This is an optimization exercise on Yosys and OpenROAD, whose aim is small area, not a production implementation. The RTL was checked by simulation tests, not by an equivalence proof against the original design.

==> v12: inputs <==
==> flow/design.v <==
package csa_pkg;
	localparam int PKT_BYTES = 188;
	localparam int CW_BYTES = 9;
	localparam int SCRAMBLE_HDR_IDX = 3;
	typedef logic [7:0] byte_t;
	typedef logic [1:0] scram_ctrl_t;
	typedef union packed
	{
		byte_t raw;
		struct packed
		{
			scram_ctrl_t sc;
			logic [1:0] afc;
			logic [3:0] cc;
		} f;
	} ts_hdr3_u;
endpackage
module cw_ctrl_reg
#(
	parameter int CW_BYTES = csa_pkg::CW_BYTES
)
(
	input logic clk,
	input logic rst,
	input logic cw_valid,
	input csa_pkg::byte_t cw_byte,
	output logic cw_first,
	output csa_pkg::scram_ctrl_t scram_ctrl
);
	localparam int CW_AW = $clog2(CW_BYTES);
	logic [CW_AW-1:0] cw_idx;
	assign cw_first = cw_valid && (cw_idx == '0);
	always_ff @(posedge clk)
	begin
		if (rst)
		begin
			cw_idx <= '0;
		end
		else if (cw_valid)
		begin
			if (cw_idx == CW_AW'(CW_BYTES - 1))
				cw_idx <= '0;
			else
				cw_idx <= cw_idx + 1'b1;
		end
	end
	always_ff @(posedge clk)
	begin
		if (rst)
			scram_ctrl <= '0;
		else if (cw_first)
			scram_ctrl <= {cw_byte[1], cw_byte[1] & cw_byte[0]};
	end
endmodule
module ts_pkt_buffer
#(
	parameter int PKT_BYTES = csa_pkg::PKT_BYTES
)
(
	input logic clk,
	input logic shift,
	input csa_pkg::byte_t ts_byte,
	input logic sc_load,
	input csa_pkg::scram_ctrl_t sc,
	output csa_pkg::byte_t head
);
	csa_pkg::byte_t sr [PKT_BYTES];
	always_ff @(posedge clk)
	begin
		if (shift)
		begin
			sr[0] <= ts_byte;
			for (int i = 1; i < PKT_BYTES - 1; i++)
				sr[i] <= sr[i-1];
			sr[PKT_BYTES-1][5:0] <= sr[PKT_BYTES-2][5:0];
			sr[PKT_BYTES-1][7:6] <= sc_load ? sc : sr[PKT_BYTES-2][7:6];
		end
	end
	assign head = sr[PKT_BYTES-1];
endmodule
module ts_readout
#(
	parameter int PKT_BYTES = csa_pkg::PKT_BYTES
)
(
	input logic clk,
	input logic rst,
	input logic ts_valid,
	input csa_pkg::scram_ctrl_t scram_ctrl,
	output logic shift,
	output logic sc_load,
	output logic pkt_valid,
	output logic finish_pkt
);
	localparam logic [8:0] RX_BASE = 9'(512 - (PKT_BYTES + 192));	 
	localparam logic [8:0] BUSY_BASE = RX_BASE + 9'(PKT_BYTES);		 
	logic [8:0] cnt;
	logic busy;
	logic wrap;
	assign busy = cnt[8] && (cnt[7] || cnt[6]);
	assign wrap = &cnt;
	assign pkt_valid = busy && !wrap && (cnt[8:2] != BUSY_BASE[8:2] || (cnt[1] && cnt[0]));
	assign shift = pkt_valid || ts_valid;
	assign sc_load = (cnt == BUSY_BASE + 9'd5) && scram_ctrl[1];
	always_ff @(posedge clk)
	begin
		if (rst)
		begin
			cnt <= RX_BASE;
			finish_pkt <= 1'b0;
		end
		else
		begin
			finish_pkt <= wrap;
			if (ts_valid || busy)
				cnt <= (cnt + 1'b1) | (wrap ? RX_BASE : 9'd0);
		end
	end
endmodule
module frame_out_mux
(
	input logic clk,
	input logic rst,
	input logic pkt_valid,
	input csa_pkg::byte_t pkt_byte,
	input logic cnt_valid,
	input csa_pkg::byte_t cnt_byte,
	input logic pid_valid,
	input csa_pkg::byte_t pid_byte,
	input logic gbe_valid,
	input csa_pkg::byte_t gbe_byte,
	input logic port_valid,
	input csa_pkg::byte_t port_byte,
	input logic cw_valid,
	input csa_pkg::byte_t cw_byte,
	input logic cw_first,
	output logic out_valid,
	output csa_pkg::byte_t out_byte
);
	logic any_valid;
	csa_pkg::byte_t sel_byte;
	csa_pkg::byte_t cw_out;
	assign cw_out = cw_first ? {7'b0, cw_byte[1]} : cw_byte;
	assign any_valid = pkt_valid | cnt_valid | pid_valid | gbe_valid | port_valid
		| cw_valid;
	always_comb
	begin
		if (pkt_valid)
			sel_byte = pkt_byte;
		else if (cnt_valid)
			sel_byte = cnt_byte;
		else if (pid_valid)
			sel_byte = pid_byte;
		else if (gbe_valid)
			sel_byte = gbe_byte;
		else if (port_valid)
			sel_byte = port_byte;
		else
			sel_byte = cw_out;
	end
	always_ff @(posedge clk)
	begin
		if (rst)
			out_valid <= 1'b0;
		else
			out_valid <= any_valid;
	end
	always_ff @(posedge clk)
		out_byte <= sel_byte;
endmodule
module csa_frame_top
#(
	parameter int PKT_BYTES = csa_pkg::PKT_BYTES,
	parameter int CW_BYTES = csa_pkg::CW_BYTES
)
(
	input logic clk,
	input logic rst,
	input logic ts_valid,
	input csa_pkg::byte_t ts_byte,
	input logic cw_valid,
	input csa_pkg::byte_t cw_byte,
	input logic cnt_valid,
	input csa_pkg::byte_t cnt_byte,
	input logic pid_valid,
	input csa_pkg::byte_t pid_byte,
	input logic gbe_valid,
	input csa_pkg::byte_t gbe_byte,
	input logic port_valid,
	input csa_pkg::byte_t port_byte,
	output logic out_valid,
	output csa_pkg::byte_t out_byte,
	output logic finish_pkt
);
	logic shift;
	logic sc_load;
	logic pkt_valid;
	csa_pkg::byte_t pkt_byte;
	logic cw_first;
	csa_pkg::scram_ctrl_t scram_ctrl;
	cw_ctrl_reg #(.CW_BYTES(CW_BYTES)) cw_ctrl_reg_inst
	(
		.clk(clk),
		.rst(rst),
		.cw_valid(cw_valid),
		.cw_byte(cw_byte),
		.cw_first(cw_first),
		.scram_ctrl(scram_ctrl)
	);
	ts_readout #(.PKT_BYTES(PKT_BYTES)) ts_readout_inst
	(
		.clk(clk),
		.rst(rst),
		.ts_valid(ts_valid),
		.scram_ctrl(scram_ctrl),
		.shift(shift),
		.sc_load(sc_load),
		.pkt_valid(pkt_valid),
		.finish_pkt(finish_pkt)
	);
	ts_pkt_buffer #(.PKT_BYTES(PKT_BYTES)) ts_pkt_buffer_inst
	(
		.clk(clk),
		.shift(shift),
		.ts_byte(ts_byte),
		.sc_load(sc_load),
		.sc(scram_ctrl),
		.head(pkt_byte)
	);
	frame_out_mux frame_out_mux_inst
	(
		.clk(clk),
		.rst(rst),
		.pkt_valid(pkt_valid),
		.pkt_byte(pkt_byte),
		.cnt_valid(cnt_valid),
		.cnt_byte(cnt_byte),
		.pid_valid(pid_valid),
		.pid_byte(pid_byte),
		.gbe_valid(gbe_valid),
		.gbe_byte(gbe_byte),
		.port_valid(port_valid),
		.port_byte(port_byte),
		.cw_valid(cw_valid),
		.cw_byte(cw_byte),
		.cw_first(cw_first),
		.out_valid(out_valid),
		.out_byte(out_byte)
	);
endmodule
==> flow/flow/run.sh <==
#!/bin/bash
# The standard ORFS layout (standard.sh) with three changes:
#  - synthesis maps the combinational logic with an area-oriented ABC
#    script (flow/abc_area.script); everything else in the synthesis,
#    including flip-flop mapping, flattening and renaming, is the standard flow's own
#  - port buffers use the smallest buffer cell
#  - CTS builds full leaf clusters of clkbuf_8 without dummy loads
# Each tool's output stays in orfs/logs; make's own output goes to
# standard.log.
set -uo pipefail
WORK=$PWD
FLOWDIR=$WORK/flow

# synth.tcl from ORFS, with the ABC call pointed at our script
sed 's|^\(\s*\)log_cmd abc {\*}$abc_args|\1lset abc_args 1 $::env(MY_ABC_SCRIPT)\n\1log_cmd abc {*}$abc_args|' \
	"$FLOW_HOME/scripts/synth.tcl" > "$WORK/my_synth.tcl"
grep -q 'MY_ABC_SCRIPT' "$WORK/my_synth.tcl" || { echo "could not patch synth.tcl"; exit 1; }
sed "s|source \$::env(SCRIPTS_DIR)/synth.tcl|source $WORK/my_synth.tcl|" \
	"$WORK/synth_recipe.tcl" > "$WORK/my_synth_recipe.tcl"
grep -q "my_synth.tcl" "$WORK/my_synth_recipe.tcl" || { echo "could not patch synth_recipe.tcl"; exit 1; }
sed "s|SYNTH_SCRIPT=[^ ]*|SYNTH_SCRIPT=$WORK/my_synth_recipe.tcl|" \
	"$WORK/standard.sh" > "$WORK/my_standard.sh"
grep -q "my_synth_recipe.tcl" "$WORK/my_standard.sh" || { echo "could not patch standard.sh"; exit 1; }

export MY_ABC_SCRIPT=$FLOWDIR/abc_area.script
export BUFFER_PORTS_ARGS="-buffer_cell sky130_fd_sc_hd__buf_1"
export CTS_ARGS="-sink_clustering_enable -repair_clock_nets -dont_use_dummy_load -buf_list sky130_fd_sc_hd__clkbuf_8 -sink_clustering_size 20 -sink_clustering_max_diameter 100"
bash "$WORK/my_standard.sh" > "$WORK/standard.log" 2>&1
==> flow/flow/abc_area.script <==
strash
dch
amap
strash
dch
amap
topo
stime -c
==> flow/standard.sh <==
#!/bin/bash
# synth_recipe.tcl (not shown) runs the flow's synth.tcl, then flattens the netlist and writes it again
# the make line also repeats each setting of config.mk as NAME=value (left out here)
make -C /OpenROAD-flow-scripts/flow DESIGN_CONFIG=/design/flow/config.mk WORK_HOME=/design/flow/orfs CLKGATE_MAP_FILE= SYNTH_SCRIPT=/design/flow/synth_recipe.tcl "${@:-finish}"
==> flow/config.mk <==
export PLATFORM = sky130hd
export DESIGN_NAME = csa_frame_top
export DESIGN_NICKNAME = csa_frame_top
export VERILOG_FILES = /design/flow/design.v
export SDC_FILE = /design/flow/constraint.sdc
export NUM_CORES = 4
export LEC_CHECK = 0
export CAP_MARGIN = 20
export CORE_MARGIN = 2
export CORE_UTILIZATION = 60
export SLEW_MARGIN = 20
==> flow/constraint.sdc <==
create_clock -name core_clock -period 5.0 [get_ports {clk}]
set_input_delay 1.0000 -clock core_clock [delete_from_list [all_inputs] [get_ports {clk}]]
set_output_delay 1.0000 -clock core_clock [all_outputs]
set_load 0.01 [all_outputs]
==> v4 (differences from v12) <==
--- a/flow/design.v
+++ b/flow/design.v
@@ -27,22 +27,14 @@
 	output logic cw_first,
 	output csa_pkg::scram_ctrl_t scram_ctrl
 );
-	localparam int CW_AW = $clog2(CW_BYTES);
-	logic [CW_AW-1:0] cw_idx;
+	logic [3:0] cw_idx;
 	assign cw_first = cw_valid && (cw_idx == '0);
 	always_ff @(posedge clk)
 	begin
 		if (rst)
-		begin
 			cw_idx <= '0;
-		end
 		else if (cw_valid)
-		begin
-			if (cw_idx == CW_AW'(CW_BYTES - 1))
-				cw_idx <= '0;
-			else
-				cw_idx <= cw_idx + 1'b1;
-		end
+			cw_idx <= {cw_idx[2:0], !cw_idx[1] && (cw_idx[0] == cw_idx[3])};
 	end
 	always_ff @(posedge clk)
 	begin
--- a/flow/flow/run.sh
+++ b/flow/flow/run.sh
@@ -24,5 +24,5 @@
 
 export MY_ABC_SCRIPT=$FLOWDIR/abc_area.script
 export BUFFER_PORTS_ARGS="-buffer_cell sky130_fd_sc_hd__buf_1"
-export CTS_ARGS="-sink_clustering_enable -repair_clock_nets -dont_use_dummy_load -buf_list sky130_fd_sc_hd__clkbuf_8 -sink_clustering_size 20 -sink_clustering_max_diameter 100"
+export CTS_ARGS="-sink_clustering_enable -repair_clock_nets -dont_use_dummy_load -buf_list sky130_fd_sc_hd__clkbuf_8 -sink_clustering_size 21 -sink_clustering_max_diameter 100"
 bash "$WORK/my_standard.sh" > "$WORK/standard.log" 2>&1
==> flow/flow/abc_area.script (replaced) <==
strash
dc2
dch
amap
strash
dc2
dch
amap
strash
dch
amap
topo
stime -c
--- a/flow/config.mk
+++ b/flow/config.mk
@@ -7,5 +7,5 @@
 export LEC_CHECK = 0
 export CAP_MARGIN = 20
 export CORE_MARGIN = 2
-export CORE_UTILIZATION = 60
+export CORE_UTILIZATION = 75
 export SLEW_MARGIN = 20
==> v15 (differences from v12) <==
--- a/flow/design.v
+++ b/flow/design.v
@@ -27,22 +27,14 @@
 	output logic cw_first,
 	output csa_pkg::scram_ctrl_t scram_ctrl
 );
-	localparam int CW_AW = $clog2(CW_BYTES);
-	logic [CW_AW-1:0] cw_idx;
+	logic [3:0] cw_idx;
 	assign cw_first = cw_valid && (cw_idx == '0);
 	always_ff @(posedge clk)
 	begin
 		if (rst)
-		begin
 			cw_idx <= '0;
-		end
 		else if (cw_valid)
-		begin
-			if (cw_idx == CW_AW'(CW_BYTES - 1))
-				cw_idx <= '0;
-			else
-				cw_idx <= cw_idx + 1'b1;
-		end
+			cw_idx <= {cw_idx[2:0], !cw_idx[1] && (cw_idx[0] == cw_idx[3])};
 	end
 	always_ff @(posedge clk)
 	begin
@@ -58,25 +50,96 @@
 )
 (
 	input logic clk,
-	input logic shift,
+	input logic rst,
+	input logic ts_valid,
 	input csa_pkg::byte_t ts_byte,
-	input logic sc_load,
+	input logic rd_run,
+	input logic hdr3,
 	input csa_pkg::scram_ctrl_t sc,
 	output csa_pkg::byte_t head
 );
-	csa_pkg::byte_t sr [PKT_BYTES];
-	always_ff @(posedge clk)
-	begin
-		if (shift)
-		begin
-			sr[0] <= ts_byte;
-			for (int i = 1; i < PKT_BYTES - 1; i++)
-				sr[i] <= sr[i-1];
-			sr[PKT_BYTES-1][5:0] <= sr[PKT_BYTES-2][5:0];
-			sr[PKT_BYTES-1][7:6] <= sc_load ? sc : sr[PKT_BYTES-2][7:6];
-		end
-	end
-	assign head = sr[PKT_BYTES-1];
+	localparam int G = 4;
+	localparam int NG = PKT_BYTES / G;
+	localparam int LAST = PKT_BYTES - G;
+	csa_pkg::byte_t ring [PKT_BYTES];
+	csa_pkg::byte_t dly [1:3];
+	logic [3:1] pend;
+	logic [2:0] phi;
+	logic [2:0] phi_next;
+	logic [1:0] tap;
+	logic flip;
+	logic shift;
+	csa_pkg::byte_t ins;
+	csa_pkg::byte_t tap_byte;
+	csa_pkg::scram_ctrl_t sc_d;
+	always_comb
+	begin
+		if (pend[3])
+			ins = dly[3];
+		else if (pend[2])
+			ins = dly[2];
+		else if (pend[1])
+			ins = dly[1];
+		else
+			ins = ts_byte;
+	end
+	assign shift = (phi[1:0] == 2'd0) && (ts_valid || (|pend) || rd_run);
+	assign phi_next = shift ? phi : phi + 3'd1;
+	always_ff @(posedge clk)
+	begin
+		ring[0] <= ~(shift ? (ins ^ {8{phi[2]}}) : ring[G-1]);
+		for (int g = 1; g < NG; g++)
+			ring[G*g] <= ~(shift ? ring[G*g-1] : ring[G*g+G-1]);
+		for (int g = 0; g < NG; g++)
+			for (int j = 1; j < G; j++)
+				ring[G*g+j] <= ring[G*g+j-1];
+	end
+	always_ff @(posedge clk)
+	begin
+		dly[1] <= ts_byte;
+		dly[2] <= dly[1];
+		dly[3] <= dly[2];
+		sc_d <= sc;
+	end
+	always_ff @(posedge clk)
+	begin
+		if (rst)
+		begin
+			phi <= '0;
+			pend <= '0;
+		end
+		else
+		begin
+			phi <= phi_next;
+			pend[1] <= ts_valid && !(shift && !(|pend));
+			pend[2] <= pend[1] && !(shift && !pend[3] && !pend[2]);
+			pend[3] <= pend[2] && !(shift && !pend[3]);
+		end
+	end
+	always_ff @(posedge clk)
+	begin
+		if (!rd_run)
+		begin
+			tap <= phi_next[1:0] + 2'd3;
+			flip <= phi_next[2] ^ (phi_next[1:0] == 2'd0);
+		end
+	end
+	always_comb
+	begin
+		case (tap)
+			2'd0: tap_byte = ring[LAST];
+			2'd1: tap_byte = ring[LAST+1];
+			2'd2: tap_byte = ring[LAST+2];
+			default: tap_byte = ring[LAST+3];
+		endcase
+		tap_byte = tap_byte ^ {8{flip}};
+	end
+	always_comb
+	begin
+		head = tap_byte;
+		if (hdr3 && sc_d[1])
+			head[7:6] = sc_d;
+	end
 endmodule
 module ts_readout
 #(
@@ -86,9 +149,7 @@
 	input logic clk,
 	input logic rst,
 	input logic ts_valid,
-	input csa_pkg::scram_ctrl_t scram_ctrl,
-	output logic shift,
-	output logic sc_load,
+	output logic hdr3,
 	output logic pkt_valid,
 	output logic finish_pkt
 );
@@ -100,8 +161,7 @@
 	assign busy = cnt[8] && (cnt[7] || cnt[6]);
 	assign wrap = &cnt;
 	assign pkt_valid = busy && !wrap && (cnt[8:2] != BUSY_BASE[8:2] || (cnt[1] && cnt[0]));
-	assign shift = pkt_valid || ts_valid;
-	assign sc_load = (cnt == BUSY_BASE + 9'd5) && scram_ctrl[1];
+	assign hdr3 = (cnt == BUSY_BASE + 9'd6);
 	always_ff @(posedge clk)
 	begin
 		if (rst)
@@ -138,26 +198,21 @@
 	output csa_pkg::byte_t out_byte
 );
 	logic any_valid;
+	logic sel_pkt, sel_cnt, sel_pid, sel_gbe, sel_port, sel_cw;
+	csa_pkg::byte_t cw_out;
 	csa_pkg::byte_t sel_byte;
-	csa_pkg::byte_t cw_out;
 	assign cw_out = cw_first ? {7'b0, cw_byte[1]} : cw_byte;
 	assign any_valid = pkt_valid | cnt_valid | pid_valid | gbe_valid | port_valid
 		| cw_valid;
-	always_comb
-	begin
-		if (pkt_valid)
-			sel_byte = pkt_byte;
-		else if (cnt_valid)
-			sel_byte = cnt_byte;
-		else if (pid_valid)
-			sel_byte = pid_byte;
-		else if (gbe_valid)
-			sel_byte = gbe_byte;
-		else if (port_valid)
-			sel_byte = port_byte;
-		else
-			sel_byte = cw_out;
-	end
+	assign sel_pkt = pkt_valid;
+	assign sel_cnt = !pkt_valid && cnt_valid;
+	assign sel_pid = !pkt_valid && !cnt_valid && pid_valid;
+	assign sel_gbe = !pkt_valid && !cnt_valid && !pid_valid && gbe_valid;
+	assign sel_port = !pkt_valid && !cnt_valid && !pid_valid && !gbe_valid && port_valid;
+	assign sel_cw = !pkt_valid && !cnt_valid && !pid_valid && !gbe_valid && !port_valid;
+	assign sel_byte = ({8{sel_pkt}} & pkt_byte) | ({8{sel_cnt}} & cnt_byte)
+		| ({8{sel_pid}} & pid_byte) | ({8{sel_gbe}} & gbe_byte)
+		| ({8{sel_port}} & port_byte) | ({8{sel_cw}} & cw_out);
 	always_ff @(posedge clk)
 	begin
 		if (rst)
@@ -192,8 +247,7 @@
 	output csa_pkg::byte_t out_byte,
 	output logic finish_pkt
 );
-	logic shift;
-	logic sc_load;
+	logic hdr3;
 	logic pkt_valid;
 	csa_pkg::byte_t pkt_byte;
 	logic cw_first;
@@ -212,18 +266,18 @@
 		.clk(clk),
 		.rst(rst),
 		.ts_valid(ts_valid),
-		.scram_ctrl(scram_ctrl),
-		.shift(shift),
-		.sc_load(sc_load),
+		.hdr3(hdr3),
 		.pkt_valid(pkt_valid),
 		.finish_pkt(finish_pkt)
 	);
 	ts_pkt_buffer #(.PKT_BYTES(PKT_BYTES)) ts_pkt_buffer_inst
 	(
 		.clk(clk),
-		.shift(shift),
+		.rst(rst),
+		.ts_valid(ts_valid),
 		.ts_byte(ts_byte),
-		.sc_load(sc_load),
+		.rd_run(pkt_valid),
+		.hdr3(hdr3),
 		.sc(scram_ctrl),
 		.head(pkt_byte)
 	);
--- a/flow/flow/run.sh
+++ b/flow/flow/run.sh
@@ -24,5 +24,5 @@
 
 export MY_ABC_SCRIPT=$FLOWDIR/abc_area.script
 export BUFFER_PORTS_ARGS="-buffer_cell sky130_fd_sc_hd__buf_1"
-export CTS_ARGS="-sink_clustering_enable -repair_clock_nets -dont_use_dummy_load -buf_list sky130_fd_sc_hd__clkbuf_8 -sink_clustering_size 20 -sink_clustering_max_diameter 100"
+export CTS_ARGS="-sink_clustering_enable -repair_clock_nets -dont_use_dummy_load -buf_list sky130_fd_sc_hd__clkbuf_8 -sink_clustering_size 21 -sink_clustering_max_diameter 100"
 bash "$WORK/my_standard.sh" > "$WORK/standard.log" 2>&1
==> flow/flow/abc_area.script (replaced) <==
strash
dc2
dch
amap
strash
dc2
dch
amap
strash
dc2
dch
amap
strash
dch
amap
topo
stime -c
--- a/flow/config.mk
+++ b/flow/config.mk
@@ -7,5 +7,5 @@
 export LEC_CHECK = 0
 export CAP_MARGIN = 20
 export CORE_MARGIN = 2
-export CORE_UTILIZATION = 60
+export CORE_UTILIZATION = 70
 export SLEW_MARGIN = 20
==> v16 (differences from v12) <==
--- a/flow/design.v
+++ b/flow/design.v
@@ -27,22 +27,14 @@
 	output logic cw_first,
 	output csa_pkg::scram_ctrl_t scram_ctrl
 );
-	localparam int CW_AW = $clog2(CW_BYTES);
-	logic [CW_AW-1:0] cw_idx;
+	logic [3:0] cw_idx;
 	assign cw_first = cw_valid && (cw_idx == '0);
 	always_ff @(posedge clk)
 	begin
 		if (rst)
-		begin
 			cw_idx <= '0;
-		end
 		else if (cw_valid)
-		begin
-			if (cw_idx == CW_AW'(CW_BYTES - 1))
-				cw_idx <= '0;
-			else
-				cw_idx <= cw_idx + 1'b1;
-		end
+			cw_idx <= {cw_idx[2:0], !cw_idx[1] && (cw_idx[0] == cw_idx[3])};
 	end
 	always_ff @(posedge clk)
 	begin
--- a/flow/flow/run.sh
+++ b/flow/flow/run.sh
@@ -24,5 +24,5 @@
 
 export MY_ABC_SCRIPT=$FLOWDIR/abc_area.script
 export BUFFER_PORTS_ARGS="-buffer_cell sky130_fd_sc_hd__buf_1"
-export CTS_ARGS="-sink_clustering_enable -repair_clock_nets -dont_use_dummy_load -buf_list sky130_fd_sc_hd__clkbuf_8 -sink_clustering_size 20 -sink_clustering_max_diameter 100"
+export CTS_ARGS="-sink_clustering_enable -repair_clock_nets -dont_use_dummy_load -buf_list sky130_fd_sc_hd__clkbuf_8 -sink_clustering_size 21 -sink_clustering_max_diameter 100"
 bash "$WORK/my_standard.sh" > "$WORK/standard.log" 2>&1
==> flow/flow/abc_area.script (replaced) <==
strash
dc2
dch
amap
strash
dc2
dch
amap
strash
dch
amap
topo
stime -c
--- a/flow/config.mk
+++ b/flow/config.mk
@@ -8,4 +8,5 @@
 export CAP_MARGIN = 20
 export CORE_MARGIN = 2
 export CORE_UTILIZATION = 60
+export PLACE_DENSITY = 0.7
 export SLEW_MARGIN = 20
==> results_dict.tcl <==
set metrics [dict create \
    worst-endpoint-arrival_ns 3.46 \
    synth_edf_count 1504 \
    fmax_mhz 318 \
    outcome "finished clean" \
    met1_usage_pct 26.3 \
    num_rows 91 \
    nets 1893 \
]
[end of results for v4]
==> results_dict.tcl <==
set metrics [dict create \
    synth_edf_count 1504 \
    outcome "finished clean" \
    fmax_mhz 300 \
    worst-endpoint-arrival_ns 3.68 \
    met1_usage_pct 20.8 \
    async_flop_share_pct 0 \
    seq_power_mw 15.8 \
    nets 1893 \
    largest_class "sequential cells" \
    num_rows 101 \
    timing.reg2reg.setup_slack_ns 1.67 \
    cts.path.max_buffers 3 \
]
[end of results for v16]
==> results_dict.tcl <==
set metrics [dict create \
    outcome "finished clean" \
    worst-endpoint-arrival_ns 4.19 \
    met1_usage_pct 27.3 \
    num_rows 81 \
    synth_edf_count 3 \
    yosysUniqueCellTypes 34 \
    switching_power_mw 7.10 \
    nets 2399 \
    fmax_mhz 272 \
]
[end of results for v15]
==> results_dict.tcl <==
set metrics [dict create \
    synth_compound_area_share_pct 0.876 \
    outcome "finished clean" \
    met1_usage_pct 21.4 \
    synth_edf_count 1504 \
    seq_share_pct 92.2 \
    fmax_mhz 289 \
    worst-endpoint-arrival_ns 3.80 \
    nets 1905 \
    num_rows 102 \
    synth-simple-area-share_pct 0.472 \
]
[end of results for v12]

[separate check: timing with driven ports]
The flow's constraints put no driver on any port. The routed layouts listed below were extracted and timed again, unchanged, in two steps. Step 1, drivers: a clkbuf_16 drives clk and a buf_2 each remaining input, both assumed. Step 2 also shifts input and output timing later by t, the mid clock arrival at the registers, as if the neighbouring blocks saw the same clock. Slacks: ideal ports / drivers / drivers and shift; pairs: ideal ports / drivers.
run | t (ns) | slack for setup (ns) | worst hold slack (ns) | latest minus earliest clock arrival (ns)
v12 | 0.740 | 1.544 / 1.544 / 1.544 | 0.383 / 0.383 / 0.383 | 0.061 / 0.061
v4 | 0.734 | 1.859 / 1.859 / 1.859 | 0.411 / 0.411 / 0.411 | 0.032 / 0.033
v15 | 0.724 | 1.327 / 1.327 / 1.327 | 0.286 / 0.286 / 0.286 | 0.042 / 0.042
v16 | 0.740 | 1.669 / 1.669 / 1.669 | 0.402 / 0.402 / 0.402 | 0.066 / 0.065
After both steps setup and hold are still met in every run listed.
